This is an optimization exercise on Yosys and OpenROAD, whose aim is small area, a short achievable clock period and few clock cycles per item, not a production implementation. In this exercise RTL edits were held to simulation tests only and were not proved equivalent to the original. No activity file was given, so power comes from the tool's default toggle rates.

===== design/flow/constraint.sdc =====
create_clock -name core_clock -period 6.0 [get_ports {clk}]
set_input_delay 1.2000 -clock core_clock [delete_from_list [all_inputs] [get_ports {clk}]]
set_output_delay 1.2000 -clock core_clock [all_outputs]
set_load 0.01 [all_outputs]

===== design/flow/run.sh =====
#!/bin/bash
# synth_recipe.tcl (not shown) runs the flow's synth.tcl, then flattens the netlist and writes it again
# the make line also repeats each setting of config.mk as NAME=value (left out here)
make -C /OpenROAD-flow-scripts/flow DESIGN_CONFIG=/design/flow/config.mk WORK_HOME=/design/flow/orfs CLKGATE_MAP_FILE= SYNTH_SCRIPT=/design/flow/synth_recipe.tcl finish

===== design/flow/config.mk =====
export PLATFORM = sky130hd
export DESIGN_NAME = rank_transform_top
export DESIGN_NICKNAME = rank_transform_top
export VERILOG_FILES = /design/flow/design.v
export SDC_FILE = /design/flow/constraint.sdc
export NUM_CORES = 4
export LEC_CHECK = 0
export CAP_MARGIN = 20
export CORE_MARGIN = 2
export CORE_UTILIZATION = 40
export CTS_CLUSTER_DIAMETER = 100
export CTS_CLUSTER_SIZE = 20
export SETUP_SLACK_MARGIN = 3.3
export SLEW_MARGIN = 20

===== design/flow/design.v =====
package rt_pkg;
    localparam int VALUE_W          = 32;
    localparam int RANK_W           = 6;
    localparam int MAX_ELEMENTS_DEF = 64;
    typedef struct packed {
        logic store;     
        logic close;     
        logic scan_rd;   
        logic pick;      
        logic emit_ld;   
    } rt_cmd_t;
    typedef struct packed {
        logic scan_last;   
        logic rank_last;   
        logic emit_last;   
        logic out_free;    
    } rt_stat_t;
endpackage
module rt_popcnt (
    input  logic        clk,
    input  logic [63:0] nb,
    input  logic [5:0]  pos,
    output logic [5:0]  sum_a,
    output logic [5:0]  sum_b
);
    logic s1;
    logic c2;
    logic s3;
    logic c4;
    logic s5;
    logic c6;
    logic s7;
    logic c8;
    logic s9;
    logic c10;
    logic s11;
    logic c12;
    logic s13;
    logic c14;
    logic s15;
    logic c16;
    logic s17;
    logic c18;
    logic s19;
    logic c20;
    logic s21;
    logic c22;
    logic s23;
    logic c24;
    logic s25;
    logic c26;
    logic s27;
    logic c28;
    logic s29;
    logic c30;
    logic s31;
    logic c32;
    logic s33;
    logic c34;
    logic s35;
    logic c36;
    logic s37;
    logic c38;
    logic s39;
    logic c40;
    logic s41;
    logic c42;
    logic s43;
    logic c44;
    logic s45;
    logic c46;
    logic s47;
    logic c48;
    logic s49;
    logic c50;
    logic s51;
    logic c52;
    logic s53;
    logic c54;
    logic r55;
    logic r56;
    logic r57;
    logic r58;
    logic r59;
    logic r60;
    logic r61;
    logic r62;
    logic r63;
    logic r64;
    logic r65;
    logic r66;
    logic r67;
    logic r68;
    logic r69;
    logic r70;
    logic r71;
    logic r72;
    logic r73;
    logic r74;
    logic r75;
    logic r76;
    logic r77;
    logic r78;
    logic r79;
    logic r80;
    logic r81;
    logic r82;
    logic r83;
    logic r84;
    logic r85;
    logic r86;
    logic r87;
    logic r88;
    logic r89;
    logic r90;
    logic r91;
    logic r92;
    logic r93;
    logic r94;
    logic r95;
    logic r96;
    logic r97;
    logic r98;
    logic r99;
    logic s100;
    logic c101;
    logic s102;
    logic c103;
    logic s104;
    logic c105;
    logic s106;
    logic c107;
    logic s108;
    logic c109;
    logic s110;
    logic c111;
    logic s112;
    logic c113;
    logic s114;
    logic c115;
    logic s116;
    logic c117;
    logic s118;
    logic c119;
    logic s120;
    logic c121;
    logic s122;
    logic c123;
    logic s124;
    logic c125;
    logic s126;
    logic c127;
    logic s128;
    logic c129;
    logic s130;
    logic c131;
    logic s132;
    logic c133;
    logic s134;
    logic c135;
    logic s136;
    logic c137;
    logic s138;
    logic c139;
    logic s140;
    logic c141;
    logic s142;
    logic c143;
    logic s144;
    logic c145;
    logic s146;
    logic c147;
    logic s148;
    logic c149;
    logic s150;
    logic c151;
    logic s152;
    logic c153;
    logic s154;
    logic c155;
    logic s156;
    logic c157;
    logic s158;
    logic c159;
    logic r160;
    logic r161;
    logic r162;
    logic r163;
    logic r164;
    logic r165;
    logic r166;
    logic r167;
    logic r168;
    logic r169;
    logic r170;
    logic r171;
    logic r172;
    logic r173;
    logic r174;
    logic r175;
    logic r176;
    logic r177;
    logic r178;
    logic r179;
    logic s180;
    logic c181;
    logic s182;
    logic c183;
    logic s184;
    logic c185;
    logic s186;
    logic c187;
    logic s188;
    logic c189;
    logic s190;
    logic c191;
    logic s192;
    logic c193;
    logic s194;
    logic c195;
    logic s196;
    logic c197;
    logic s198;
    logic c199;
    logic s200;
    assign s1 = nb[0] ^ nb[1] ^ nb[2];
    assign c2 = (nb[0] & nb[1]) | (nb[0] & nb[2]) | (nb[1] & nb[2]);
    assign s3 = s1 ^ nb[3] ^ nb[4];
    assign c4 = (s1 & nb[3]) | (s1 & nb[4]) | (nb[3] & nb[4]);
    assign s5 = nb[5] ^ nb[6] ^ nb[7];
    assign c6 = (nb[5] & nb[6]) | (nb[5] & nb[7]) | (nb[6] & nb[7]);
    assign s7 = nb[8] ^ nb[9] ^ nb[10];
    assign c8 = (nb[8] & nb[9]) | (nb[8] & nb[10]) | (nb[9] & nb[10]);
    assign s9 = nb[11] ^ nb[12] ^ nb[13];
    assign c10 = (nb[11] & nb[12]) | (nb[11] & nb[13]) | (nb[12] & nb[13]);
    assign s11 = nb[14] ^ nb[15] ^ nb[16];
    assign c12 = (nb[14] & nb[15]) | (nb[14] & nb[16]) | (nb[15] & nb[16]);
    assign s13 = nb[17] ^ nb[18] ^ nb[19];
    assign c14 = (nb[17] & nb[18]) | (nb[17] & nb[19]) | (nb[18] & nb[19]);
    assign s15 = nb[20] ^ nb[21] ^ nb[22];
    assign c16 = (nb[20] & nb[21]) | (nb[20] & nb[22]) | (nb[21] & nb[22]);
    assign s17 = nb[23] ^ nb[24] ^ nb[25];
    assign c18 = (nb[23] & nb[24]) | (nb[23] & nb[25]) | (nb[24] & nb[25]);
    assign s19 = nb[26] ^ nb[27] ^ nb[28];
    assign c20 = (nb[26] & nb[27]) | (nb[26] & nb[28]) | (nb[27] & nb[28]);
    assign s21 = nb[29] ^ nb[30] ^ nb[31];
    assign c22 = (nb[29] & nb[30]) | (nb[29] & nb[31]) | (nb[30] & nb[31]);
    assign s23 = nb[32] ^ nb[33];
    assign c24 = nb[32] & nb[33];
    assign s25 = s3 ^ s5 ^ s7;
    assign c26 = (s3 & s5) | (s3 & s7) | (s5 & s7);
    assign s27 = s9 ^ s11 ^ s13;
    assign c28 = (s9 & s11) | (s9 & s13) | (s11 & s13);
    assign s29 = s15 ^ s17 ^ s19;
    assign c30 = (s15 & s17) | (s15 & s19) | (s17 & s19);
    assign s31 = s21 ^ s23 ^ nb[34];
    assign c32 = (s21 & s23) | (s21 & nb[34]) | (s23 & nb[34]);
    assign s33 = nb[35] ^ nb[36] ^ nb[37];
    assign c34 = (nb[35] & nb[36]) | (nb[35] & nb[37]) | (nb[36] & nb[37]);
    assign s35 = nb[38] ^ nb[39] ^ nb[40];
    assign c36 = (nb[38] & nb[39]) | (nb[38] & nb[40]) | (nb[39] & nb[40]);
    assign s37 = nb[41] ^ nb[42] ^ nb[43];
    assign c38 = (nb[41] & nb[42]) | (nb[41] & nb[43]) | (nb[42] & nb[43]);
    assign s39 = s25 ^ s27 ^ s29;
    assign c40 = (s25 & s27) | (s25 & s29) | (s27 & s29);
    assign s41 = s31 ^ s33 ^ s35;
    assign c42 = (s31 & s33) | (s31 & s35) | (s33 & s35);
    assign s43 = s37 ^ nb[44] ^ nb[45];
    assign c44 = (s37 & nb[44]) | (s37 & nb[45]) | (nb[44] & nb[45]);
    assign s45 = nb[46] ^ nb[47] ^ nb[48];
    assign c46 = (nb[46] & nb[47]) | (nb[46] & nb[48]) | (nb[47] & nb[48]);
    assign s47 = nb[49] ^ nb[50];
    assign c48 = nb[49] & nb[50];
    assign s49 = c26 ^ c28 ^ c30;
    assign c50 = (c26 & c28) | (c26 & c30) | (c28 & c30);
    assign s51 = c32 ^ c34 ^ c36;
    assign c52 = (c32 & c34) | (c32 & c36) | (c34 & c36);
    assign s53 = c38 ^ c4 ^ c6;
    assign c54 = (c38 & c4) | (c38 & c6) | (c4 & c6);
    assign s100 = r55 ^ r56 ^ r57;
    assign c101 = (r55 & r56) | (r55 & r57) | (r56 & r57);
    assign s102 = r58 ^ r59 ^ r60;
    assign c103 = (r58 & r59) | (r58 & r60) | (r59 & r60);
    assign s104 = r61 ^ r62 ^ r63;
    assign c105 = (r61 & r62) | (r61 & r63) | (r62 & r63);
    assign s106 = r74 ^ r75 ^ r76;
    assign c107 = (r74 & r75) | (r74 & r76) | (r75 & r76);
    assign s108 = r77 ^ r78 ^ r79;
    assign c109 = (r77 & r78) | (r77 & r79) | (r78 & r79);
    assign s110 = r80 ^ r81 ^ r82;
    assign c111 = (r80 & r81) | (r80 & r82) | (r81 & r82);
    assign s112 = r83 ^ r84 ^ r85;
    assign c113 = (r83 & r84) | (r83 & r85) | (r84 & r85);
    assign s114 = r86 ^ r87;
    assign c115 = r86 & r87;
    assign s116 = s100 ^ s102 ^ s104;
    assign c117 = (s100 & s102) | (s100 & s104) | (s102 & s104);
    assign s118 = r64 ^ r65 ^ r66;
    assign c119 = (r64 & r65) | (r64 & r66) | (r65 & r66);
    assign s120 = c101 ^ c103 ^ c105;
    assign c121 = (c101 & c103) | (c101 & c105) | (c103 & c105);
    assign s122 = s106 ^ s108 ^ s110;
    assign c123 = (s106 & s108) | (s106 & s110) | (s108 & s110);
    assign s124 = s112 ^ s114 ^ r88;
    assign c125 = (s112 & s114) | (s112 & r88) | (s114 & r88);
    assign s126 = c107 ^ c109 ^ c111;
    assign c127 = (c107 & c109) | (c107 & c111) | (c109 & c111);
    assign s128 = c113 ^ c115;
    assign c129 = c113 & c115;
    assign s130 = s116 ^ s118 ^ r67;
    assign c131 = (s116 & s118) | (s116 & r67) | (s118 & r67);
    assign s132 = r68 ^ r69;
    assign c133 = r68 & r69;
    assign s134 = c117 ^ c119 ^ s120;
    assign c135 = (c117 & c119) | (c117 & s120) | (c119 & s120);
    assign s136 = s122 ^ s124 ^ r89;
    assign c137 = (s122 & s124) | (s122 & r89) | (s124 & r89);
    assign s138 = r90 ^ r91;
    assign c139 = r90 & r91;
    assign s140 = c121 ^ c123 ^ c125;
    assign c141 = (c121 & c123) | (c121 & c125) | (c123 & c125);
    assign s142 = s126 ^ s128 ^ r93;
    assign c143 = (s126 & s128) | (s126 & r93) | (s128 & r93);
    assign s144 = r94 ^ r95 ^ r96;
    assign c145 = (r94 & r95) | (r94 & r96) | (r95 & r96);
    assign s146 = s130 ^ s132 ^ r70;
    assign c147 = (s130 & s132) | (s130 & r70) | (s132 & r70);
    assign s148 = c131 ^ c133 ^ s134;
    assign c149 = (c131 & c133) | (c131 & s134) | (c133 & s134);
    assign s150 = s136 ^ s138;
    assign c151 = s136 & s138;
    assign s152 = c135 ^ c137 ^ c139;
    assign c153 = (c135 & c137) | (c135 & c139) | (c137 & c139);
    assign s154 = s140 ^ s142 ^ s144;
    assign c155 = (s140 & s142) | (s140 & s144) | (s142 & s144);
    assign s156 = c141 ^ c143 ^ c145;
    assign c157 = (c141 & c143) | (c141 & c145) | (c143 & c145);
    assign s158 = c127 ^ c129 ^ r97;
    assign c159 = (c127 & c129) | (c127 & r97) | (c129 & r97);
    assign s180 = r160 ^ r161;
    assign c181 = r160 & r161;
    assign s182 = r164 ^ r165 ^ r166;
    assign c183 = (r164 & r165) | (r164 & r166) | (r165 & r166);
    assign s184 = r168 ^ r169 ^ r170;
    assign c185 = (r168 & r169) | (r168 & r170) | (r169 & r170);
    assign s186 = r172 ^ r173 ^ r174;
    assign c187 = (r172 & r173) | (r172 & r174) | (r173 & r174);
    assign s188 = r176 ^ r177;
    assign c189 = r176 & r177;
    assign s190 = s180 ^ r162;
    assign c191 = s180 & r162;
    assign s192 = c181 ^ s182 ^ r167;
    assign c193 = (c181 & s182) | (c181 & r167) | (s182 & r167);
    assign s194 = c183 ^ s184 ^ r171;
    assign c195 = (c183 & s184) | (c183 & r171) | (s184 & r171);
    assign s196 = c185 ^ s186 ^ r175;
    assign c197 = (c185 & s186) | (c185 & r175) | (s186 & r175);
    assign s198 = c187 ^ s188 ^ r178;
    assign c199 = (c187 & s188) | (c187 & r178) | (s188 & r178);
    assign s200 = c189 ^ r179;
    always_ff @(posedge clk)
    begin
        r55 <= s39;
        r56 <= s41;
        r57 <= s43;
        r58 <= s45;
        r59 <= s47;
        r60 <= nb[51];
        r61 <= nb[52];
        r62 <= nb[53];
        r63 <= nb[54];
        r64 <= nb[55];
        r65 <= nb[56];
        r66 <= nb[57];
        r67 <= nb[58];
        r68 <= nb[59];
        r69 <= nb[60];
        r70 <= nb[61];
        r71 <= nb[62];
        r72 <= nb[63];
        r73 <= pos[0];
        r74 <= c40;
        r75 <= c42;
        r76 <= c44;
        r77 <= c46;
        r78 <= c48;
        r79 <= s49;
        r80 <= s51;
        r81 <= s53;
        r82 <= c8;
        r83 <= c10;
        r84 <= c12;
        r85 <= c14;
        r86 <= c16;
        r87 <= c18;
        r88 <= c20;
        r89 <= c22;
        r90 <= c24;
        r91 <= c2;
        r92 <= pos[1];
        r93 <= c50;
        r94 <= c52;
        r95 <= c54;
        r96 <= pos[2];
        r97 <= pos[3];
        r98 <= pos[4];
        r99 <= pos[5];
        r160 <= s146;
        r161 <= r71;
        r162 <= r72;
        r163 <= r73;
        r164 <= c147;
        r165 <= s148;
        r166 <= s150;
        r167 <= r92;
        r168 <= c149;
        r169 <= c151;
        r170 <= s152;
        r171 <= s154;
        r172 <= c153;
        r173 <= c155;
        r174 <= s156;
        r175 <= s158;
        r176 <= c157;
        r177 <= c159;
        r178 <= r98;
        r179 <= r99;
    end
    assign sum_a = {c199, c197, c195, c193, c191, s190};
    assign sum_b = {s200, s198, s196, s194, s192, r163};
endmodule
module rt_renc (
    input  logic [5:0] b,
    output logic [5:0] c
);
    localparam logic [63:0] T0 = 64'h07eacdda4e2f28c2;
    localparam logic [63:0] T1 = 64'h0fd59bb49c5e5184;
    localparam logic [63:0] T2 = 64'h1fab376938bca308;
    localparam logic [63:0] T3 = 64'h3f566ed271794610;
    localparam logic [63:0] T4 = 64'h7eacdda4e2f28c20;
    localparam logic [63:0] T5 = 64'hfd59bb49c5e51840;
    assign c[0] = T0[b];
    assign c[1] = T1[b];
    assign c[2] = T2[b];
    assign c[3] = T3[b];
    assign c[4] = T4[b];
    assign c[5] = T5[b];
endmodule
module rt_rdec (
    input  logic [5:0] c,
    output logic [5:0] b
);
    localparam logic [63:0] T0 = 64'h693e502198fbb2ba;
    localparam logic [63:0] T1 = 64'hce3f28ab2f94849c;
    localparam logic [63:0] T2 = 64'h375d3c075af14d28;
    localparam logic [63:0] T3 = 64'hdbcfd10db31254e0;
    localparam logic [63:0] T4 = 64'hf7358fc9d4aae080;
    localparam logic [63:0] T5 = 64'hd9e9fc71aee42a00;
    assign b[0] = T0[c];
    assign b[1] = T1[c];
    assign b[2] = T2[c];
    assign b[3] = T3[c];
    assign b[4] = T4[c];
    assign b[5] = T5[c];
endmodule
module rank_transform_top #(
    parameter int MAX_ELEMENTS = rt_pkg::MAX_ELEMENTS_DEF
) (
    input  logic                              clk,
    input  logic                              rst_n,
    input  logic                              item_valid,
    output logic                              item_stall,
    input  logic signed [rt_pkg::VALUE_W-1:0] value,
    input  logic                              last,
    output logic                              res_valid,
    input  logic                              res_stall,
    output logic [rt_pkg::RANK_W-1:0]         rank,
    output logic                              final_res,
    output logic                              overflow
);
    function automatic logic [1:0] gp16(input logic [15:0] a, input logic [15:0] b);
        logic [15:0] g;
        logic [15:0] p;
        g = a & ~b;
        p = a | ~b;
        for (int w = 1; w < 16; w = w * 2)
        begin
            for (int i = 0; i < 16; i = i + 2 * w)
            begin
                g[i] = g[i + w] | (p[i + w] & g[i]);
                p[i] = p[i + w] & p[i];
            end
        end
        gp16 = {g[0], p[0]};
    endfunction
    function automatic logic [5:0] add6(input logic [5:0] a, input logic [5:0] b,
                                        input logic ci);
        logic [5:0] g;
        logic [5:0] t;
        logic [5:0] c;
        g = a & b;
        t = a | b;
        for (int i = 0; i < 6; i++)
        begin
            logic acc;
            logic run;
            acc = 1'b0;
            run = 1'b1;
            for (int k = i - 1; k >= 0; k--)
            begin
                acc = acc | (run & g[k]);
                run = run & t[k];
            end
            c[i] = acc | (run & ci);
        end
        add6 = a ^ b ^ c;
    endfunction
    function automatic logic [5:0] cstep(input logic [5:0] s);
        cstep = {s[4:0], s[5] ^ s[4] ^ (s[4:0] == 5'd0)};
    endfunction
    localparam int N  = 64;    
    localparam int FD = 8;     
    localparam int PD = 3;     
    logic                stall_reg;
    logic                in_v;
    logic                in_last;
    logic signed [31:0]  in_x;
    logic                take;
    logic [6:0]          acnt;       
    logic [5:0]          actr;       
    logic [6:0]          acnt_nx;
    logic                alloc;      
    logic [6:0]          occ;        
    logic [7:0]          we_row;     
    logic [7:0]          we_col;     
    assign item_stall = stall_reg;
    assign take       = item_valid && !stall_reg;
    assign alloc = take && !acnt[6];
    always_comb
    begin
        acnt_nx = acnt;
        if (take)
        begin
            if (!acnt[6])
                acnt_nx = acnt + 7'd1;
            if (last)
                acnt_nx = '0;
        end
    end
    always_ff @(posedge clk or negedge rst_n)
    begin
        if (!rst_n)
        begin
            in_v   <= 1'b0;
            acnt   <= '0;
            actr   <= '0;
            we_row <= '0;
        end
        else
        begin
            in_v <= take;
            acnt <= acnt_nx;
            if (alloc)
                actr <= actr + 6'd1;
            for (int k = 0; k < 8; k++)
                we_row[k] <= alloc && (actr[5:3] == 3'(k));
        end
    end
    always_ff @(posedge clk)
    begin
        for (int k = 0; k < 8; k++)
            we_col[k] <= (actr[2:0] == 3'(k));
    end
    always_ff @(posedge clk)
    begin
        in_x    <= value;
        in_last <= last;
    end
    logic signed [31:0]  vals [N];
    logic [N-1:0]        vmask;      
    logic [6:0]          cnt;        
    logic [5:0]          wctr;       
    logic                s1_store;
    logic                s1_close;
    logic                s1_drop;
    logic [N-1:0]        ga;         
    logic [N-1:0]        pa;         
    logic [N-1:0]        ga_r;
    logic [N-1:0]        pa_r;
    logic [15:0]         xl_r;       
    logic [N-1:0]        gt;
    logic [N-1:0]        we;
    assign s1_store = in_v && !cnt[6];
    assign s1_close = in_v && in_last;
    assign s1_drop  = in_v && cnt[6];
    always_comb
    begin
        for (int j = 0; j < N; j++)
        begin
            logic [1:0] h;
            h     = gp16({~vals[j][31], vals[j][30:16]}, {~in_x[31], in_x[30:16]});
            ga[j] = s1_store && vmask[j] && h[1];
            pa[j] = s1_store && vmask[j] && h[0];
            we[j] = we_row[j / 8] && we_col[j % 8];
        end
    end
    always_ff @(posedge clk)
    begin
        for (int j = 0; j < N; j++)
        begin
            if (we[j])
                vals[j] <= in_x;
        end
    end
    always_ff @(posedge clk or negedge rst_n)
    begin
        if (!rst_n)
        begin
            vmask <= '0;
            cnt   <= '0;
            wctr  <= '0;
        end
        else
        begin
            if (s1_store)
            begin
                cnt  <= cnt + 7'd1;
                wctr <= wctr + 6'd1;
            end
            if (s1_close)
            begin
                vmask <= '0;
                cnt   <= '0;
            end
            else
            begin
                vmask <= vmask | we;
            end
        end
    end
    logic                s2_store;
    logic                s2_close;
    logic [5:0]          s2_pos;
    logic [5:0]          s2_ent;
    logic [5:0]          s2_le;
    always_ff @(posedge clk or negedge rst_n)
    begin
        if (!rst_n)
        begin
            s2_store <= 1'b0;
            s2_close <= 1'b0;
        end
        else
        begin
            s2_store <= s1_store;
            s2_close <= s1_close;
        end
    end
    always_ff @(posedge clk)
    begin
        ga_r   <= ga;
        pa_r   <= pa;
        xl_r   <= in_x[15:0];
        s2_pos <= cnt[5:0];
        s2_ent <= wctr;
        s2_le  <= s1_store ? wctr : (wctr - 6'd1);
    end
    always_comb
    begin
        for (int j = 0; j < N; j++)
        begin
            logic [1:0] l;
            l     = gp16(vals[j][15:0], xl_r);
            gt[j] = ga_r[j] || (pa_r[j] && l[1]);
        end
    end
    logic [N-1:0]        g_r;        
    logic [5:0]          pos_r;      
    logic [5:0]          ent_p [PD+1];
    logic [PD:0]         st_p;       
    logic [PD:0]         cl_p;       
    logic [5:0]          le_p [PD+1];   
    logic [5:0]          sum_a;
    logic [5:0]          sum_b;
    logic [5:0]          pcb_r;      
    logic [5:0]          pcc;        
    logic [5:0]          pcx;        
    logic                incb_r;     
    logic                inc2_r;     
    logic                inc3;       
    logic [7:0]          wr_row;     
    logic [7:0]          wr_col;     
    logic [N-1:0]        inc;
    logic [N-1:0]        wr;
    logic [5:0]          rank_mem [N];
    always_ff @(posedge clk or negedge rst_n)
    begin
        if (!rst_n)
        begin
            st_p <= '0;
            cl_p <= '0;
        end
        else
        begin
            st_p <= {st_p[PD-1:0], s2_store};
            cl_p <= {cl_p[PD-1:0], s2_close};
        end
    end
    always_ff @(posedge clk)
    begin
        g_r      <= gt;
        pos_r    <= s2_pos;
        ent_p[0] <= s2_ent;
        le_p[0]  <= s2_le;
        for (int k = 1; k <= PD; k++)
        begin
            ent_p[k] <= ent_p[k-1];
            le_p[k]  <= le_p[k-1];
        end
        incb_r <= g_r[ent_p[1]];
        pcb_r  <= add6(sum_a, sum_b, incb_r);
        inc2_r <= g_r[ent_p[2]];
        for (int k = 0; k < 8; k++)
        begin
            wr_row[k] <= st_p[PD-1] && (ent_p[PD-1][5:3] == 3'(k));
            wr_col[k] <= (ent_p[PD-1][2:0] == 3'(k));
        end
    end
    rt_popcnt u_cnt (
        .clk   (clk),
        .nb    (~g_r),
        .pos   (pos_r),
        .sum_a (sum_a),
        .sum_b (sum_b)
    );
    rt_renc u_enc (
        .b (pcb_r),
        .c (pcc)
    );
    assign inc3 = |(g_r & wr);
    always_comb
    begin
        case ({inc2_r, inc3})
            2'b00:   pcx = pcc;
            2'b11:   pcx = cstep(cstep(pcc));
            default: pcx = cstep(pcc);
        endcase
    end
    assign inc = g_r;
    always_comb
    begin
        for (int r = 0; r < N; r++)
            wr[r] = wr_row[r / 8] && wr_col[r % 8];
    end
    always_ff @(posedge clk)
    begin
        for (int r = 0; r < N; r++)
        begin
            if (wr[r] || inc[r])
                rank_mem[r] <= wr[r] ? pcx : cstep(rank_mem[r]);
        end
    end
    logic [5:0]          fq_last [FD];
    logic [2:0]          fq_wp;
    logic [2:0]          fq_rp;
    logic [3:0]          fq_n;       
    logic [3:0]          nsets;      
    logic                hd_v;
    logic [5:0]          hd_last;
    logic                push;
    logic                pop;
    logic                hd_load;
    logic                emit;
    logic [5:0]          optr;
    logic                ovf_flag;   
    assign push    = cl_p[PD];
    assign hd_load = !hd_v || pop;
    always_ff @(posedge clk)
    begin
        if (push && !(hd_load && (fq_n == 4'd0)))
            fq_last[fq_wp] <= le_p[PD];
        if (hd_load)
            hd_last <= (fq_n != 4'd0) ? fq_last[fq_rp] : le_p[PD];
    end
    logic [7:0]          rs_lo;      
    logic [7:0]          rs_hi;      
    logic                r_v;
    logic [5:0]          r_code;
    logic                r_final;
    logic                r_ovf;
    logic [5:0]          rd_code;
    logic [5:0]          rd_bin;
    logic                o_load;
    logic                out_v;
    logic [5:0]          out_rank;
    logic                out_final;
    logic                out_ovf;
    logic                head_last;
    assign head_last = (optr == hd_last);
    assign o_load    = r_v && (!out_v || !res_stall);
    assign emit      = hd_v && (!r_v || o_load);
    assign pop       = emit && head_last;
    always_comb
    begin
        rd_code = '0;
        for (int r = 0; r < N; r++)
            rd_code = rd_code | (rank_mem[r] & {6{rs_hi[r / 8] && rs_lo[r % 8]}});
    end
    rt_rdec u_dec (
        .c (r_code),
        .b (rd_bin)
    );
    always_ff @(posedge clk or negedge rst_n)
    begin
        if (!rst_n)
        begin
            fq_wp     <= '0;
            fq_rp     <= '0;
            fq_n      <= '0;
            hd_v      <= 1'b0;
            nsets     <= '0;
            occ       <= '0;
            optr      <= '0;
            rs_lo     <= 8'd1;
            rs_hi     <= 8'd1;
            r_v       <= 1'b0;
            out_v     <= 1'b0;
            stall_reg <= 1'b0;
            ovf_flag  <= 1'b0;
        end
        else
        begin
            if (hd_load)
            begin
                if (fq_n != 4'd0)
                begin
                    hd_v  <= 1'b1;
                    fq_rp <= fq_rp + 3'd1;
                end
                else
                begin
                    hd_v <= push;
                end
            end
            if (push && !(hd_load && (fq_n == 4'd0)))
                fq_wp <= fq_wp + 3'd1;
            fq_n <= fq_n + 4'(push && !(hd_load && (fq_n == 4'd0)))
                         - 4'(hd_load && (fq_n != 4'd0));
            nsets <= nsets + 4'(take && last) - 4'(pop);
            if (emit)
            begin
                optr  <= optr + 6'd1;
                rs_lo <= {rs_lo[6:0], rs_lo[7]};
                if (rs_lo[7])
                    rs_hi <= {rs_hi[6:0], rs_hi[7]};
            end
            if (emit)
                r_v <= 1'b1;
            else if (o_load)
                r_v <= 1'b0;
            if (o_load)
                out_v <= 1'b1;
            else if (!res_stall)
                out_v <= 1'b0;
            if (s1_drop)
                ovf_flag <= 1'b1;
            else if (pop)
                ovf_flag <= 1'b0;
            occ <= occ + 7'(alloc) - 7'(emit);
            stall_reg <= (nsets >= 4'(FD - 2))
                         || (!acnt_nx[6] && ((occ == 7'(N)) || ((occ == 7'(N - 1)) && alloc)));
        end
    end
    always_ff @(posedge clk)
    begin
        if (emit)
        begin
            r_code  <= rd_code;
            r_final <= head_last;
            r_ovf   <= ovf_flag;
        end
        if (o_load)
        begin
            out_rank  <= rd_bin;
            out_final <= r_final;
            out_ovf   <= r_ovf;
        end
        else
        begin
            out_rank  <= out_rank & {6{out_v && res_stall}};
            out_final <= out_final && out_v && res_stall;
            out_ovf   <= out_ovf && out_v && res_stall;
        end
    end
    assign res_valid = out_v;
    assign rank      = out_rank;
    assign final_res = out_final;
    assign overflow  = out_ovf;
endmodule

==> results of run 1 <==
==> routing by layer <==
layer | routed length (um) | GRT usage (%) | up-vias | part of all wire, %
li1 | - | - | 42000 | -
met1 | 185000 | 35.6 | 50000 | 38
met2 | 223000 | 43.1 | 6051 | 46
met3 | 53300 | 4.90 | 1344 | 11
met4 | 27800 | 13.0 | 22 | 5.7
met5 | 137 | 0 | - | 0.028
==> worst reg2reg max path: stages, from the launching register on <==
cell and delay, ps:
dfxtp_4 480, nand2_8 120, o21a_1 170, o221ai_2 120, nor4_2 350, nand4_1 150, buf_6 170, inv_4 70
ha_4 230, buf_6 130, a2111oi_4 200, mux2i_1 130, buf_4 170, o211ai_4 110, buf_12 210, buf_12 150
buf_16 130, o21ai_2 50
==> kinds of logic after synthesis <==
kind of cell,count (synthesis)
AO/OA/AOI/OAI,2689
XOR/XNOR,53
adder cells (fa/ha/maj),662
buffers and inverters,1268
flip-flops,3062
multiplexers,87
AND/OR/NAND/NOR,3140
==> power groups by stage <==
| stage | clock, W | combinational [W] | sequential [W] |
|---|---|---|---|
| 3_5_place_dp | 0 | 0.00778 | 0.0256 |
| 6_report | 0.0128 | 0.0166 | 0.0252 |
| 5_1_grt | 0.0136 | 0.0170 | 0.0253 |
| 2_1_floorplan | 0 | 0.00504 | 0.0249 |
| 4_1_cts | 0.0129 | 0.0148 | 0.0252 |
| 3_3_place_gp | 0 | 0.00775 | 0.0256 |
==> placed cells by master (no fill, tap or decap), drive strengths merged, types with 44 or more instances in the layout <==
master / netlist / final
a21oi: 278 / 278
o2111ai: 98 / 98
nand2b: 339 / 339
nor2b: 433 / 433
a2111oi: 90 / 90
o22a: 47 / 47
nor3: 115 / 115
a22oi: 292 / 292
inv: 604 / 606
dfxtp: 412 / 412
nor4: 142 / 142
and2: 77 / 77
nor2: 566 / 566
edfxtp: 2494 / 2494
and3: 83 / 83
o21ai: 810 / 810
nand3: 294 / 294
dfrtp: 154 / 154
mux4: 67 / 67
buf: 86 / 562
a222oi: 99 / 99
clkbuf: 567 / 322
maj3: 529 / 529
or3: 66 / 66
a31oi: 80 / 80
o221ai: 296 / 296
o22ai: 295 / 295
ha: 72 / 72
o21a: 44 / 44
fa: 61 / 61
nand2: 923 / 923
==> metrics by stage <==
stage / setup slack [ps] / utilization [%]
floorplan: 2720 / -
global placement: 1360 / 42.1
detailed placement: 1330 / 42.1
CTS: 2660 / 45.7
global route: 2530 / 46.7
finish: 2600 / 46.8
==> cell type report <==
type	count	area share, %
repair inverters	3	0.0191
well taps	4515	3.59
diodes	26	0.0413
clock inverters	9	0.0779
clock buffers	306	3.15
flip-flops and latches	3062	55.4
repair buffers	620	5.15
inverters	615	1.62
multi-input cells	6636	30.9
==> worst max path at each step <==
stage / start / end / slack, ps
CTS: pcb_r[0] / rank_mem[44][1] / 2660
detailed placement: wr_row[0] / rank_mem[39][0] / 1330
finish: wr_col[1] / rank_mem[6][0] / 2600
floorplan: res_stall / occ[6] / 2720
global placement: wr_row[5] / rank_mem[3][0] / 1360
global route: pcb_r[0] / rank_mem[44][1] / 2530
==> what timing repair did <==
action	CTS	global route
gates resized for setup	1191	589
buffers inserted	205	79
gates cloned	47	17
endpoints found under the setup margin	637	503
hold buffers	0	0
pin swaps	209	283
==> reports/qor.txt, run 1 <==
status -> timing/DRC/antenna clean
max incr delay on CP -> 480 ps
multi-input logic area -> 48,700 sq um
Final ANT Viol Nets -> 0
CP required -> 6650 ps
# rows -> 213
Largest delay share family, worst path -> buffers and inverters
Worst R2R Start -> wr_col[1]
FFs w/ async S/R, synth -> 5.09%
Fin. Hold Viols -> 0
worst-path fanout max -> 8
complex-gate fraction of the synthesized area -> 13.7%
largest net degree at the start of global routing -> 124
most frequent cell after synthesis -> edfxtp_1
Crit. End Element -> flip-flop
post-synth top area cell -> edfxtp_1
max FFs per register -> 2,048
Syn Area/Cell -> 12.4 sq um
Synth top cells by count -> edfxtp_1 (2,494), nand2_1 (921), o21ai_0 (716)
Yosys cell types -> 83
Post-DP HPWL -> 276 mm
I/O pins -> 47
first-pass GRT wire length -> 672 mm
Final Max Slew Viols -> 0
Int Power -> 0.0368 W
RR Endpoint -> rank_mem[6][0]
main combinational cell family by area after synthesis -> compound AO/OA/AOI/OAI gates
hold slack final -> 168 ps
Max IR drop VDD -> 0.530 mV
Initial Util -> 40.2%
DP Area -> 142,000 sq um
clock latency on the worst-skew pair -> 940 ps
Sequential Power Share -> 46.1%
CTS sink cnt -> 3,062
P_sw -> 0.0178 W
post-synth net total -> 11,100
Cells after Synth -> 11,000
antenna violations before repair -> 47
simple-gate share of the synthesized area -> 11.5%
largest registers -> vals (2048), rank_mem (384)
slew at the pin closest to its max-slew limit -> 1090 ps
synthesized flop and latch total -> 3,062
Primary FF master, synth -> edfxtp_1
die area -> 344,000 sq um
GRT Total Usage -> 27.0%
htree depth -> 4
Final Power -> 0.0546 W
Ys Warns -> 6
register area share after synthesis -> 64.2%
critical path's slowest cell -> dfxtp_4
drt pass-1 iters -> 8
maxcap violations -> 0
Max transition margin -> 27.5%
Clock transition at path regs -> 90 ps
Vias per Instance -> 6.29
CTS tree -> yes
Max Clock Skew -> 81.6 ps
gr ovfl total -> 0
CTS buffer count -> 175
CP Cell Sequence -> nand2_8 -> o21a_1 -> o221ai_2 -> nor4_2 -> nand4_1 -> buf_6 -> inv_4 -> ha_4 -> buf_6 -> a2111oi_4 -> mux2i_1 -> buf_4 -> o211ai_4 -> buf_12 -> buf_12 -> buf_16 -> o21ai_2
Hold Path Class -> in2async
Final #Nets -> 11,300
Yosys top cell area share -> 55.2%
Final setup viols -> 0
power per cell area -> 347 nW/um^2
CTS Root Cell -> clkbuf_16
cell area after synthesis -> 136,000 sq um
Die Span Y -> 586 um
Die X -> 586 um
adder-cell area share of the yosys netlist -> 5.47%
register area -> 87,300 sq um
Min Clock Period, post-route -> 3400 ps
drt initial violations -> 14,000
routed vias -> 99,300
Combinational Power Share -> 30.4%
Filler cells -> 29,600
Switching Fraction -> 32.5%
Worst R2R Setup Slack -> 2600 ps
type of origin of the critical path -> flip-flop
placed insts -> 15,100
WP buf/inv -> 7
synth-to-layout area growth -> 16.2%
leakage dissipation -> 53.1 nW
final setup TNS -> 0 ps
RSZ-0062 raised after global routing -> yes
critical path class -> reg2reg
post-synthesis mux area share -> 1.27%
gpl congestion -> 0.972
Synth area leaders -> edfxtp_1 (55%), dfxtp_1 (6.1%), maj3_1 (3.9%)
XOR/XNOR share of the synthesized area -> 0.342%
FF-to-FF path depth -> 17
number of synthesized flops with an enable pin -> 2,494
crit path DAT -> 4050 ps
port buffer count -> 46
critical path depth -> 17
Core ar. -> 337,000 sq um
vias in the first global route -> 94,300
Final Cell Area -> 157,000 sq um
Peak Freq -> 294 MHz
Clock Path Buffers -> 4
clock share of power -> 23.5%
post-route insts no fill -> 15,800
DR WL/cell -> 30.9 um
final worst-path cycle share -> 56.7%
WL final -> 488 mm
DRC viols -> 0
fraction of layout cells with a size suffix above 1 -> 16.7%
Biggest register -> vals
Testbench counts, summed over its fixed seeds: cycles 7,007, items 6,357.
==> run 2: changes to the inputs <==
--- a/design/flow/design.v
+++ b/design/flow/design.v
@@ -520,7 +520,7 @@
     endfunction
     localparam int N  = 64;    
     localparam int FD = 8;     
-    localparam int PD = 3;     
+    localparam int PD = 4;     
     logic                stall_reg;
     logic                in_v;
     logic                in_last;
@@ -588,6 +588,7 @@
     logic [N-1:0]        ga_r;
     logic [N-1:0]        pa_r;
     logic [15:0]         xl_r;       
+    logic [15:0]         xln_r;      
     logic [N-1:0]        gt;
     logic [N-1:0]        we;
     assign s1_store = in_v && !cnt[6];
@@ -642,7 +643,6 @@
     logic                s2_close;
     logic [5:0]          s2_pos;
     logic [5:0]          s2_ent;
-    logic [5:0]          s2_le;
     always_ff @(posedge clk or negedge rst_n)
     begin
         if (!rst_n)
@@ -661,16 +661,16 @@
         ga_r   <= ga;
         pa_r   <= pa;
         xl_r   <= in_x[15:0];
+        xln_r  <= ~in_x[15:0];
         s2_pos <= cnt[5:0];
         s2_ent <= wctr;
-        s2_le  <= s1_store ? wctr : (wctr - 6'd1);
     end
     always_comb
     begin
         for (int j = 0; j < N; j++)
         begin
             logic [1:0] l;
-            l     = gp16(vals[j][15:0], xl_r);
+            l     = gp16(vals[j][15:0], (j < N / 2) ? xl_r : ~xln_r);
             gt[j] = ga_r[j] || (pa_r[j] && l[1]);
         end
     end
@@ -679,7 +679,6 @@
     logic [5:0]          ent_p [PD+1];
     logic [PD:0]         st_p;       
     logic [PD:0]         cl_p;       
-    logic [5:0]          le_p [PD+1];   
     logic [5:0]          sum_a;
     logic [5:0]          sum_b;
     logic [5:0]          pcb_r;      
@@ -687,7 +686,9 @@
     logic [5:0]          pcx;        
     logic                incb_r;     
     logic                inc2_r;     
-    logic                inc3;       
+    logic [5:0]          pcc_r;      
+    logic                inc3_r;     
+    logic [N-1:0]        g_d;        
     logic [7:0]          wr_row;     
     logic [7:0]          wr_col;     
     logic [N-1:0]        inc;
@@ -711,15 +712,16 @@
         g_r      <= gt;
         pos_r    <= s2_pos;
         ent_p[0] <= s2_ent;
-        le_p[0]  <= s2_le;
         for (int k = 1; k <= PD; k++)
         begin
             ent_p[k] <= ent_p[k-1];
-            le_p[k]  <= le_p[k-1];
         end
+        g_d    <= g_r;
         incb_r <= g_r[ent_p[1]];
         pcb_r  <= add6(sum_a, sum_b, incb_r);
         inc2_r <= g_r[ent_p[2]];
+        pcc_r  <= inc2_r ? cstep(pcc) : pcc;
+        inc3_r <= g_r[ent_p[3]];
         for (int k = 0; k < 8; k++)
         begin
             wr_row[k] <= st_p[PD-1] && (ent_p[PD-1][5:3] == 3'(k));
@@ -737,16 +739,8 @@
         .b (pcb_r),
         .c (pcc)
     );
-    assign inc3 = |(g_r & wr);
-    always_comb
-    begin
-        case ({inc2_r, inc3})
-            2'b00:   pcx = pcc;
-            2'b11:   pcx = cstep(cstep(pcc));
-            default: pcx = cstep(pcc);
-        endcase
-    end
-    assign inc = g_r;
+    assign pcx = inc3_r ? cstep(pcc_r) : pcc_r;
+    assign inc = g_d;
     always_comb
     begin
         for (int r = 0; r < N; r++)
@@ -768,19 +762,21 @@
     logic                hd_v;
     logic [5:0]          hd_last;
     logic                push;
+    logic [5:0]          push_last;
     logic                pop;
     logic                hd_load;
     logic                emit;
     logic [5:0]          optr;
     logic                ovf_flag;   
     assign push    = cl_p[PD];
+    assign push_last = ent_p[PD] - 6'(!st_p[PD]);
     assign hd_load = !hd_v || pop;
     always_ff @(posedge clk)
     begin
         if (push && !(hd_load && (fq_n == 4'd0)))
-            fq_last[fq_wp] <= le_p[PD];
+            fq_last[fq_wp] <= push_last;
         if (hd_load)
-            hd_last <= (fq_n != 4'd0) ? fq_last[fq_rp] : le_p[PD];
+            hd_last <= (fq_n != 4'd0) ? fq_last[fq_rp] : push_last;
     end
     logic [7:0]          rs_lo;      
     logic [7:0]          rs_hi;      
--- a/design/flow/config.mk
+++ b/design/flow/config.mk
@@ -8,6 +8,7 @@
 export CAP_MARGIN = 20
 export CORE_MARGIN = 2
 export CORE_UTILIZATION = 40
+export CTS_BUF_LIST = sky130_fd_sc_hd__clkbuf_8 sky130_fd_sc_hd__clkbuf_16
 export CTS_CLUSTER_DIAMETER = 100
 export CTS_CLUSTER_SIZE = 20
 export SETUP_SLACK_MARGIN = 3.3
==> run 2 against run 1 <==
Still clean on timing, DRC and antenna. Fmax up 23%. Cell area down 6.2%. First-iteration DRC count down 8.0%. Non-clock buffer count down 312. Clock power about the same. Critical path type unchanged. Highest routed layer unchanged.
==> reports/qor.txt, run 2 <==
Primary FF master, synth -> edfxtp_1
Die Span Y -> 587 um (about the same)
Final ANT Viol Nets -> 0 (unchanged)
Core ar. -> 337,000 sq um (about the same)
port buffer count -> 46 (unchanged)
FF-to-FF path depth -> 6 (-11)
type of origin of the critical path -> flip-flop
fin util -> 43.8% (-2.9 points)
antenna violations before repair -> 34 (-28%)
vias in the first global route -> 91,100 (-3.4%)
Worst R2R Setup Slack -> 3250 ps (+650 ps)
register area share after synthesis -> 65.2% (+0.96 points)
die area -> 344,000 sq um (+0.17%)
leakage dissipation -> 49.2 nW (-7.5%)
Clock Path Buffers -> 4 (unchanged)
hold slack final -> 256 ps (+88.4 ps)
most frequent cell after synthesis -> edfxtp_1
pre-CTS setup slack -> 2060 ps (+732 ps)
largest net degree at the start of global routing -> 103 (-17%)
Vias per Instance -> 6.21 (-1.2%)
Yosys top cell area share -> 55.2% (-0.095 points)
Biggest register -> vals
drt initial violations -> 12,900 (-8.0%)
most common cell after layout, fill and taps aside -> edfxtp_1
drt pass-1 iters -> 8 (unchanged)
critical path class -> reg2reg
Final Max Slew Viols -> 0 (unchanged)
post-synth top area cell -> edfxtp_1
Fin. Hold Viols -> 0 (unchanged)
cell area after synthesis -> 136,000 sq um (+0.17%)
multi-input logic area -> 43,200 sq um (-11%)
Final setup viols -> 0 (unchanged)
gr ovfl total -> 0 (unchanged)
Filler cells -> 30,200 (+1.9%)
Ys Warns -> 5 (-1)
Cells after Synth -> 10,800 (-1.4%)
Clock transition at path regs -> 90 ps (about the same)
Max transition margin -> 21.8% (-5.7 points)
synthesized flop and latch total -> 3,134 (+2.4%)
Max IR drop VDD -> 0.456 mV (-14%)
first-pass GRT wire length -> 618 mm (-8.1%)
Post-DP HPWL -> 261 mm (-5.6%)
Synth area leaders -> edfxtp_1 (55%), dfxtp_1 (7.1%), dfrtp_1 (2.9%)
Min Clock Period, post-route -> 2750 ps (-645 ps)
CTS Root Cell -> clkbuf_16
RR Endpoint -> r_code[0]
Worst R2R Start -> rs_hi[5]
CTS sink cnt -> 3,134 (+2.4%)
number of synthesized flops with an enable pin -> 2,494 (unchanged)
final worst-path cycle share -> 45.9% (-11 points)
CP required -> 6600 ps (-50 ps)
I/O pins -> 47 (unchanged)
final setup TNS -> 0 ps (unchanged)
Hold Path Class -> in2async
worst-path fanout max -> 41 (+33)
htree depth -> 4 (unchanged)
Peak Freq -> 363 MHz (+23%)
gpl congestion -> 0.936 (-3.8%)
slew at the pin closest to its max-slew limit -> 1170 ps (+85.5 ps)
CTS buffer count -> 181 (+3.4%)
post-synth net total -> 11,000 (-1.3%)
maxcap violations -> 0 (unchanged)
clock latency on the worst-skew pair -> 940 ps (about the same)
FFs w/ async S/R, synth -> 5.07% (-0.021 points)
Initial Util -> 40.3% (about the same)
power per cell area -> 303 nW/um^2 (-12%)
WL final -> 433 mm (-11%)
crit path DAT -> 3350 ps (-700 ps)
max FFs per register -> 2,048 (unchanged)
CTS tree -> yes
setup ws final -> 3250 ps (+645 ps)
post-route insts no fill -> 15,300 (-3.2%)
register area -> 88,700 sq um (+1.6%)
Crit. End Element -> flip-flop
Yosys cell types -> 77 (-7.2%)
status -> timing/DRC/antenna clean
Critical path origin -> rs_hi[5]
# rows -> 213 (unchanged)
RSZ-0062 raised after global routing -> yes
Synth top cells by count -> edfxtp_1 (2,494), nand2_1 (796), nor2_1 (785)
DR WL/cell -> 28.3 um (-8.4%)
routed vias -> 95,000 (-4.4%)
synth-to-layout area growth -> 8.81%
largest registers -> vals (2048), rank_mem (384)
Critical Path Sink -> r_code[0]
Final #Nets -> 10,800 (-4.4%)
placed insts -> 14,900 (-1.4%)
Syn Area/Cell -> 12.6 sq um (+1.6%)
DRC viols -> 0 (unchanged)
Die X -> 587 um (about the same)
commonest cells after routing, fill and taps aside -> edfxtp_1 (2,494), nand2_1 (794), nor2_1 (783), a21oi_1 (662), inv_1 (579)
Max Clock Skew -> 93.4 ps (+11.8 ps)
fraction of layout cells with a size suffix above 1 -> 7.75% (-8.9 points)
GRT Total Usage -> 24.1% (-2.9 points)
[run 2: cell types whose count changed in the layout (fill, tap and decap cells not counted), moves of 91 or more]
cell / change
buf_12: -91
o21ai_2: -355
maj3_1: -95
a22oi_1: +98
nor2_1: +226
a21oi_1: +399
o22ai_1: +180
nor2b_1: -208
nand3_1: -213
o21ai_0: +92
clkbuf_1: -125
[run 2: cell type report]
class                      instances  area share, %
multi-input combinational       6511           29.2
clock buffer                     185           3.13
timing repair buffer             308           2.02
tap                             4515           3.82
timing repair inverter             1        0.00593
inverter                         481           1.30
antenna                           11         0.0186
clock inverter                   147          0.437
sequential                      3134           60.0
[run 2: repair_timing]
action	CTS	global route
hold buffers	0	0
setup buffers	30	30
endpoints found under the setup margin	201	84
cloned	1	0
gates resized for setup	123	49
pin swaps	2	6
[run 2: per-stage QoR]
| step | cell area (sq um) | total power, W |
|---|---|---|
| global placement | 141000 | 0.0321 |
| detailed placement | 141000 | 0.0322 |
| floorplan | 136000 | 0.0295 |
| global route | 148000 | 0.0463 |
| CTS | 147000 | 0.0449 |
| finish | 148000 | 0.0448 |
[run 2: cells by family (layout without fill, tap and decap cells)]
logic type	Yosys count	after routing	share of synthesized area [%]
compound gates	3138	3138	15.5
xor+xnor	113	113	0.729
fa+ha+maj	488	488	4.21
buf+inv	1166	1122	3.29
flops	3134	3134	65.2
mux	172	172	2.08
other cells	0	11	0
simple gates	2600	2600	9.03
[run 2: worst min-delay path by stage]
| stage | to | slack [ps] | depth (start not counted) |
|---|---|---|---|
| 3_5_place_dp | ent_p[0][1] | 310 | 0 |
| 6_report | rs_hi[5] | 260 | 1 |
| 2_1_floorplan | ent_p[0][0] | 310 | 0 |
| 4_1_cts | rs_hi[7] | 230 | 1 |
| 3_3_place_gp | ent_p[1][3] | 310 | 0 |
| 5_1_grt | rs_hi[4] | 300 | 1 |
[run 2: where the power goes]
| part | internal [W] | switching (W) |
|---|---|---|
| combinational | 0.00213 | 0.00399 |
| sequential | 0.0244 | 0.00144 |
| clock | 0.00565 | 0.00720 |
| total | 0.0322 | 0.0126 |
[run 2: layer usage]
layer,wire [um],part of all wire [%],track usage (%)
met1,171000,39,32.2
met5,34,0.0078,0
met4,20900,4.8,10.5
met2,200000,46,39.1
met3,41000,9.5,3.67
[run 2: critical path, cell delays in order (launching register included)]
cell and delay [ps]:
dfrtp_1 360, buf_4 300, a22oi_1 350, o21ai_0 200, or4_1 620, a221oi_1 300, nand4_1 250
Testbench counts of run 2, summed over its fixed seeds: cycles 7,042, items 6,357.
==> run 3: changes to the inputs <==
--- a/design/flow/config.mk
+++ b/design/flow/config.mk
@@ -11,5 +11,5 @@
 export CTS_BUF_LIST = sky130_fd_sc_hd__clkbuf_8 sky130_fd_sc_hd__clkbuf_16
 export CTS_CLUSTER_DIAMETER = 100
 export CTS_CLUSTER_SIZE = 20
-export SETUP_SLACK_MARGIN = 3.3
+export SETUP_SLACK_MARGIN = 3.45
 export SLEW_MARGIN = 20
==> run 3 against run 2 <==
Still clean. Clock skew grew 4.2 ps. Synthesized area is the same. Core utilization grew 0.32 points. Clock power is essentially flat. Sequential power is essentially flat. Critical endpoint is now r_code[4]. Highest routed layer unchanged.
==> reports/qor.txt, run 3 <==
status -> timing/DRC/antenna clean
antenna violations before repair -> 24 (-29%)
Die X -> 587 um (unchanged)
most frequent cell after synthesis -> edfxtp_1
Clock transition at path regs -> 90 ps (about the same)
number of synthesized flops with an enable pin -> 2,494 (unchanged)
# rows -> 213 (unchanged)
drt pass-1 iters -> 11 (+3)
Max Clock Skew -> 97.6 ps (+4.20 ps)
post-synth top area cell -> edfxtp_1
Filler cells -> 30,200 (-0.079%)
Core ar. -> 337,000 sq um (unchanged)
final worst-path cycle share -> 44.6% (-1.2 points)
Final Max Slew Viols -> 0 (unchanged)
GRT Total Usage -> 24.4% (+0.28 points)
Initial Util -> 40.3% (unchanged)
worst-path fanout max -> 34 (-17%)
most common cell after layout, fill and taps aside -> edfxtp_1
drt initial violations -> 14,500 (+12%)
WP buf/inv -> 1 (unchanged)
max FFs per register -> 2,048 (unchanged)
htree depth -> 4 (unchanged)
first-pass GRT wire length -> 624 mm (+1.0%)
CTS buffer count -> 182 (+0.55%)
synthesized flop and latch total -> 3,134 (unchanged)
critical path's slowest cell -> a222oi_1
critical path class -> reg2reg
clock latency on the worst-skew pair -> 940 ps (about the same)
main combinational cell family by area after synthesis -> compound AO/OA/AOI/OAI gates
Min Clock Period, post-route -> 2680 ps (-74.9 ps)
Yosys top cell area share -> 55.2% (unchanged)
Synth top cells by count -> edfxtp_1 (2,494), nand2_1 (796), nor2_1 (785)
WL final -> 452 mm (+4.3%)
post-synth net total -> 11,000 (unchanged)
synth-to-layout area growth -> 9.61%
fraction of layout cells with a size suffix above 1 -> 8.31% (+0.56 points)
final setup TNS -> 0 ps (unchanged)
vias in the first global route -> 90,500 (-0.59%)
Primary FF master, synth -> edfxtp_1
type of origin of the critical path -> flip-flop
Clock Path Buffers -> 4 (unchanged)
post-synthesis mux area share -> 2.08% (unchanged)
power per cell area -> 305 nW/um^2 (+0.49%)
Cells after Synth -> 10,800 (unchanged)
cell area after synthesis -> 136,000 sq um (unchanged)
Max IR drop VDD -> 0.389 mV (-15%)
Peak Freq -> 373 MHz (+2.8%)
leakage dissipation -> 49.6 nW (+0.91%)
Final ANT Viol Nets -> 0 (unchanged)
XOR/XNOR share of the synthesized area -> 0.729% (unchanged)
CTS Root Cell -> clkbuf_16
port buffer count -> 46 (unchanged)
largest net degree at the start of global routing -> 115 (+12%)
Synth area leaders -> edfxtp_1 (55%), dfxtp_1 (7.1%), dfrtp_1 (2.9%)
CTS tree -> yes
Largest delay share family, worst path -> compound AO/OA/AOI/OAI gates
slew at the pin closest to its max-slew limit -> 1220 ps (+47.9 ps)
Max transition margin -> 18.5% (-3.3 points)
Final #Nets -> 10,800 (+0.21%)
Final Cell Area -> 149,000 sq um (+0.74%)
commonest cells after routing, fill and taps aside -> edfxtp_1 (2,494), nand2_1 (795), nor2_1 (781), a21oi_1 (659), inv_1 (577)
Final setup viols -> 0 (unchanged)
DP Area -> 141,000 sq um (about the same)
CTS sink cnt -> 3,134 (unchanged)
DRC viols -> 0 (unchanged)
CP required -> 6580 ps (-20 ps)
max incr delay on CP -> 680 ps (+60 ps)
maxcap violations -> 0 (unchanged)
CP Cell Sequence -> buf_8 -> a222oi_1 -> o22ai_1 -> a221oi_1 -> and3_1 -> nand4_1
Fin. Hold Viols -> 0 (unchanged)
Biggest register -> vals
Hold Path Class -> in2async
RSZ-0062 raised after global routing -> yes
DR WL/cell -> 29.5 um (+4.1%)
largest registers -> vals (2048), rank_mem (384)
routed vias -> 96,000 (+1.0%)
crit path DAT -> 3260 ps (-90 ps)
Yosys cell types -> 77 (unchanged)
complex-gate fraction of the synthesized area -> 15.5% (unchanged)
Post-DP HPWL -> 255 mm (-2.1%)
Vias per Instance -> 6.26 (+0.84%)
register area share after synthesis -> 65.2% (unchanged)
gr ovfl total -> 0 (unchanged)
Die Span Y -> 587 um (unchanged)
adder-cell area share of the yosys netlist -> 4.21% (unchanged)
I/O pins -> 47 (unchanged)
simple-gate share of the synthesized area -> 9.03% (unchanged)
die area -> 344,000 sq um (unchanged)
gpl congestion -> 0.944 (+0.90%)
Crit. End Element -> flip-flop
Syn Area/Cell -> 12.6 sq um (unchanged)
Ys Warns -> 5 (unchanged)
FFs w/ async S/R, synth -> 5.07% (unchanged)
[run 3: cell counts after synthesis]
Identical to the previous run, type by type.
[run 3: final cells by class]
type                       count  area [sq um]  share of cell area [%]
sequential                  3134         88700                    59.6
clock inverter               152           759                   0.510
antenna                        9          22.5                  0.0151
inverter                     481          2000                    1.34
timing repair inverter         2          17.5                  0.0118
timing repair buffer         327          3690                    2.48
clock buffer                 186          4650                    3.13
tap                         4515          5650                    3.80
multi-input combinational   6513         43300                    29.1
[run 3: cell families (layout without fill, tap and decap cells)]
family / count (synthesis) / in the layout
fa+ha+maj: 488 / 488
flops: 3134 / 3134
compound gates: 3138 / 3138
buf+inv: 1166 / 1148
xor+xnor: 113 / 113
other cells: 0 / 9
simple gates: 2600 / 2601
mux: 172 / 173
[run 3: path summary, 6_finish.rpt]
path,cells past startpoint,endpoint,startpoint,slack [ps]
setup / recovery,6,r_code[4],rs_hi[2],3320
min in group core_clock,0,u_cnt.r97,pos_r[3],320
hold / removal,1,rs_hi[5],rst_n,230
max in group asynchronous,2,vmask[14],rst_n,4410
setup reg to reg,6,r_code[4],rs_hi[2],3320
hold reg to reg,0,u_cnt.r97,pos_r[3],320
[run 3: timing repair]
| action | in CTS | in global routing |
|---|---|---|
| gates cloned | 4 | 13 |
| hold buffers | 0 | 0 |
| setup endpoints to repair | 307 | 188 |
| pin swaps | 17 | 35 |
| gates resized for setup | 192 | 112 |
| setup buffers | 46 | 38 |
[run 3: power breakdown]
| group | switching (W) | leakage (nW) | internal [W] |
|---|---|---|---|
| Sequential | 0.00150 | 28.5 | 0.0244 |
| Clock | 0.00729 | 3.13 | 0.00575 |
| Combinational | 0.00414 | 18.0 | 0.00227 |
| Total | 0.0129 | 49.6 | 0.0324 |
[run 3: metrics by stage]
| step | cells | total power (W) | utilization (%) | setup slack [ps] | hold slack, ps |
|---|---|---|---|---|---|
| 3_5_place_dp | 14900 | 0.0322 | 41.9 | 2030 | 312 |
| 5_1_grt | 15300 | 0.0468 | 44.1 | 3290 | 245 |
| 4_1_cts | 15300 | 0.0452 | 43.8 | 3270 | 205 |
| 6_report | 15300 | 0.0454 | 44.2 | 3320 | 232 |
| 2_1_floorplan | 10800 | 0.0295 | - | 2880 | 310 |
| 3_3_place_gp | 14900 | 0.0321 | 41.9 | 1860 | 312 |
[run 3: per-layer routing]
layer	track usage [%]	vias up	part of all wire [%]
met4	10.7	6	4.8
met2	39.1	5651	46
met3	3.56	1000	10
met1	33.0	48300	39
met5	0	-	0.0097
li1	-	41000	-
==> run 4: changes to the inputs <==
--- a/design/flow/config.mk
+++ b/design/flow/config.mk
@@ -7,7 +7,7 @@
 export LEC_CHECK = 0
 export CAP_MARGIN = 20
 export CORE_MARGIN = 2
-export CORE_UTILIZATION = 40
+export CORE_UTILIZATION = 50
 export CTS_BUF_LIST = sky130_fd_sc_hd__clkbuf_8 sky130_fd_sc_hd__clkbuf_16
 export CTS_CLUSTER_DIAMETER = 100
 export CTS_CLUSTER_SIZE = 20
==> run 4 against run 3 <==
Non-clock buffer count is 51 higher. Critical path depth decreased by 5. Largest power group unchanged. Combinational power up 3.6%. Critical endpoint is now item_stall. Cell area is 0.52% lower. First-iteration DRC count increased by 0.46%. Still clean.
==> reports/qor.txt, run 4 <==
Primary FF master, synth -> edfxtp_1
Syn Area/Cell -> 12.6 sq um (unchanged)
vias in the first global route -> 88,900 (-1.8%)
Yosys top cell area share -> 55.2% (unchanged)
Clock transition at path regs -> 90 ps (about the same)
CP Cell Sequence -> buf_6
gr ovfl total -> 0 (unchanged)
Min Clock Period, post-route -> 2680 ps (+4.13 ps)
cell area after synthesis -> 136,000 sq um (unchanged)
max FFs per register -> 2,048 (unchanged)
crit path DAT -> 1480 ps (-1780 ps)
drt initial violations -> 14,500 (+0.46%)
htree depth -> 4 (unchanged)
Largest delay share family, worst path -> flip-flops
# rows -> 191 (-10%)
register area share after synthesis -> 65.2% (unchanged)
Max IR drop VDD -> 0.352 mV (-9.3%)
first-pass GRT wire length -> 623 mm (-0.22%)
most frequent cell after synthesis -> edfxtp_1
Fin. Hold Viols -> 0 (unchanged)
Core ar. -> 271,000 sq um (-20%)
multi-input logic area -> 43,500 sq um (+0.40%)
clock latency on the worst-skew pair -> 910 ps (-30 ps)
final setup TNS -> 0 ps (unchanged)
WL final -> 445 mm (-1.5%)
largest net degree at the start of global routing -> 88 (-23%)
Final ANT Viol Nets -> 0 (unchanged)
Filler cells -> 22,300 (-26%)
Ys Warns -> 5 (unchanged)
maxcap violations -> 0 (unchanged)
drt pass-1 iters -> 7 (-4)
fraction of layout cells with a size suffix above 1 -> 9.11% (+0.80 points)
RSZ-0062 raised after global routing -> yes
Synth top cells by count -> edfxtp_1 (2,494), nand2_1 (796), nor2_1 (785)
Initial Util -> 50.2% (+9.9 points)
gpl congestion -> 0.966 (+2.3%)
leakage dissipation -> 49.8 nW (+0.35%)
final worst-path cycle share -> 44.7% (+0.069 points)
Die Span Y -> 525 um (-10%)
commonest cells after routing, fill and taps aside -> edfxtp_1 (2,494), nand2_1 (795), nor2_1 (782), a21oi_1 (655), inv_1 (577)
register area -> 88,800 sq um (about the same)
WP buf/inv -> 1 (unchanged)
Final #Nets -> 10,900 (+0.47%)
worst-path fanout max -> 2 (-94%)
Critical path origin -> stall_reg
Final setup viols -> 0 (unchanged)
FFs w/ async S/R, synth -> 5.07% (unchanged)
status -> timing/DRC/antenna clean
slew at the pin closest to its max-slew limit -> 1170 ps (-50.7 ps)
critical path's slowest cell -> dfrtp_2
synth-to-layout area growth -> 9.04%
DR WL/cell -> 30.9 um (+4.6%)
Crit. End Element -> output port
Hold Buf Count CTS -> 0 (unchanged)
Yosys cell types -> 77 (unchanged)
critical path class -> reg2out
type of origin of the critical path -> flip-flop
CP required -> 4800 ps (-1780 ps)
most common cell after layout, fill and taps aside -> edfxtp_1
Post-DP HPWL -> 260 mm (+2.0%)
die area -> 276,000 sq um (-20%)
CTS Root Cell -> clkbuf_16
max incr delay on CP -> 460 ps (-220 ps)
number of synthesized flops with an enable pin -> 2,494 (unchanged)
Max Clock Skew -> 58.5 ps (-39.0 ps)
power per cell area -> 307 nW/um^2 (+0.55%)
DRC viols -> 0 (unchanged)
Die X -> 525 um (-10%)
Synth area leaders -> edfxtp_1 (55%), dfxtp_1 (7.1%), dfrtp_1 (2.9%)
CTS sink cnt -> 3,134 (unchanged)
Max transition margin -> 22.0% (+3.5 points)
Peak Freq -> 373 MHz (-0.15%)
routed vias -> 95,300 (-0.65%)
Final Max Slew Viols -> 0 (unchanged)
post-synth net total -> 11,000 (unchanged)
GRT Total Usage -> 30.8% (+6.4 points)
CTS buffer count -> 183 (+0.55%)
CTS tree -> yes
Cells after Synth -> 10,800 (unchanged)
Hold Path Class -> in2async
antenna violations before repair -> 48 (+100%)
synthesized flop and latch total -> 3,134 (unchanged)
post-synth top area cell -> edfxtp_1
Biggest register -> vals
largest registers -> vals (2048), rank_mem (384)
hold slack final -> 298 ps (+66.2 ps)
Clock Path Buffers -> 4 (unchanged)
Vias per Instance -> 6.61 (+5.5%)
port buffer count -> 46 (unchanged)
I/O pins -> 47 (unchanged)
Worst R2R Start -> rs_hi[0]
[run 4: cell families after synthesis]
logic type	Yosys count	synth area share, %
XOR/XNOR	113	0.729
multiplexers	172	2.08
AO/OA/AOI/OAI	3138	15.5
flip-flops	3134	65.2
adder cells (fa/ha/maj)	488	4.21
AND/OR/NAND/NOR	2600	9.03
buffers and inverters	1166	3.29
[run 4: layout make-up]
class / count / share of cell area (%)
tap: 3570 / 3.02
clock buffer: 186 / 3.14
timing repair inverter: 3 / 0.0194
multi-input combinational: 6511 / 29.4
sequential: 3134 / 60.0
inverter: 481 / 1.34
clock inverter: 146 / 0.417
antenna: 10 / 0.0169
timing repair buffer: 378 / 2.73
[run 4: final timing paths]
path | cells after the start | slack (ps) | endpoint
setup / recovery | 1 | 3320 | item_stall
min in group core_clock | 0 | 330 | ent_p[1][0]
hold reg to reg | 0 | 330 | ent_p[1][0]
setup reg to reg | 4 | 3330 | r_code[1]
hold / removal | 1 | 300 | rs_hi[1]
max in group asynchronous | 2 | 4380 | vmask[6]
[run 4: power breakdown]
group | total, W | leakage (nW) | internal (W) | switching [W]
Combinational | 0.00664 | 18.3 | 0.00237 | 0.00426
Sequential | 0.0259 | 28.4 | 0.0244 | 0.00145
Clock | 0.0129 | 3.08 | 0.00570 | 0.00716
[run 4: timing repair]
item,CTS,global route
pin swaps,21,51
cloned,6,10
setup endpoints to repair,646,136
hold endpoints to repair,0,0
buffers inserted,61,54
resized for setup,239,133
[run 4: per-stage QoR]
step,cells,setup WS [ps],total power (W),cell area (sq um),util [%]
after global placement,13900,1920,0.0322,140000,51.8
after CTS,14300,3240,0.0451,147000,54.3
final,14400,3320,0.0454,148000,54.7
after global routing,14400,3280,0.0468,148000,54.7
after floorplan,10800,2880,0.0295,136000,-
after detailed placement,13900,2060,0.0323,140000,51.8
[run 4: routing by layer]
metal	part of all wire, %	vias up	global-route usage (%)	wire length [um]
li1	-	41100	-	-
met1	39	47800	42.3	174000
met2	46	5489	48.8	204000
met3	9.9	989	4.33	44200
met4	5.2	4	14.5	23000
met5	0.0067	-	0	30

[port drivers added, routing unchanged]
Ports are ideal in the flow. The routed layouts listed here were re-timed in OpenROAD. Step 1 sets driving cells, clkbuf_16 on the clock port and buf_2 on the other inputs (assumed; they add their load-dependent delay and slew). Step 2 times the ports against the registers' clock, not the clock port: input delays grow and output delays shrink by t, the midpoint of the rising clock arrivals with the driver on. Slacks: no drivers / after step 1 / after step 2; pairs: no drivers / after step 1.
| run | shift t [ns] | setup WS [ns] | worst register clock-pin slew, ns |
|---|---|---|---|
| run 1 | 1.006 | 2.601 / 2.601 / 2.467 | 0.10 / 0.10 |
| run 2 | 0.991 | 3.246 / 3.236 / 2.445 | 0.10 / 0.10 |
| run 3 | 0.991 | 3.321 / 3.224 / 2.548 | 0.10 / 0.10 |
| run 4 | 0.971 | 3.317 / 3.223 / 2.641 | 0.10 / 0.10 |
After both steps every run listed still meets setup and hold. For run 2, which loses most, drivers alone change the setup slack by -0.010 ns; drivers and shift together by -0.801 ns.
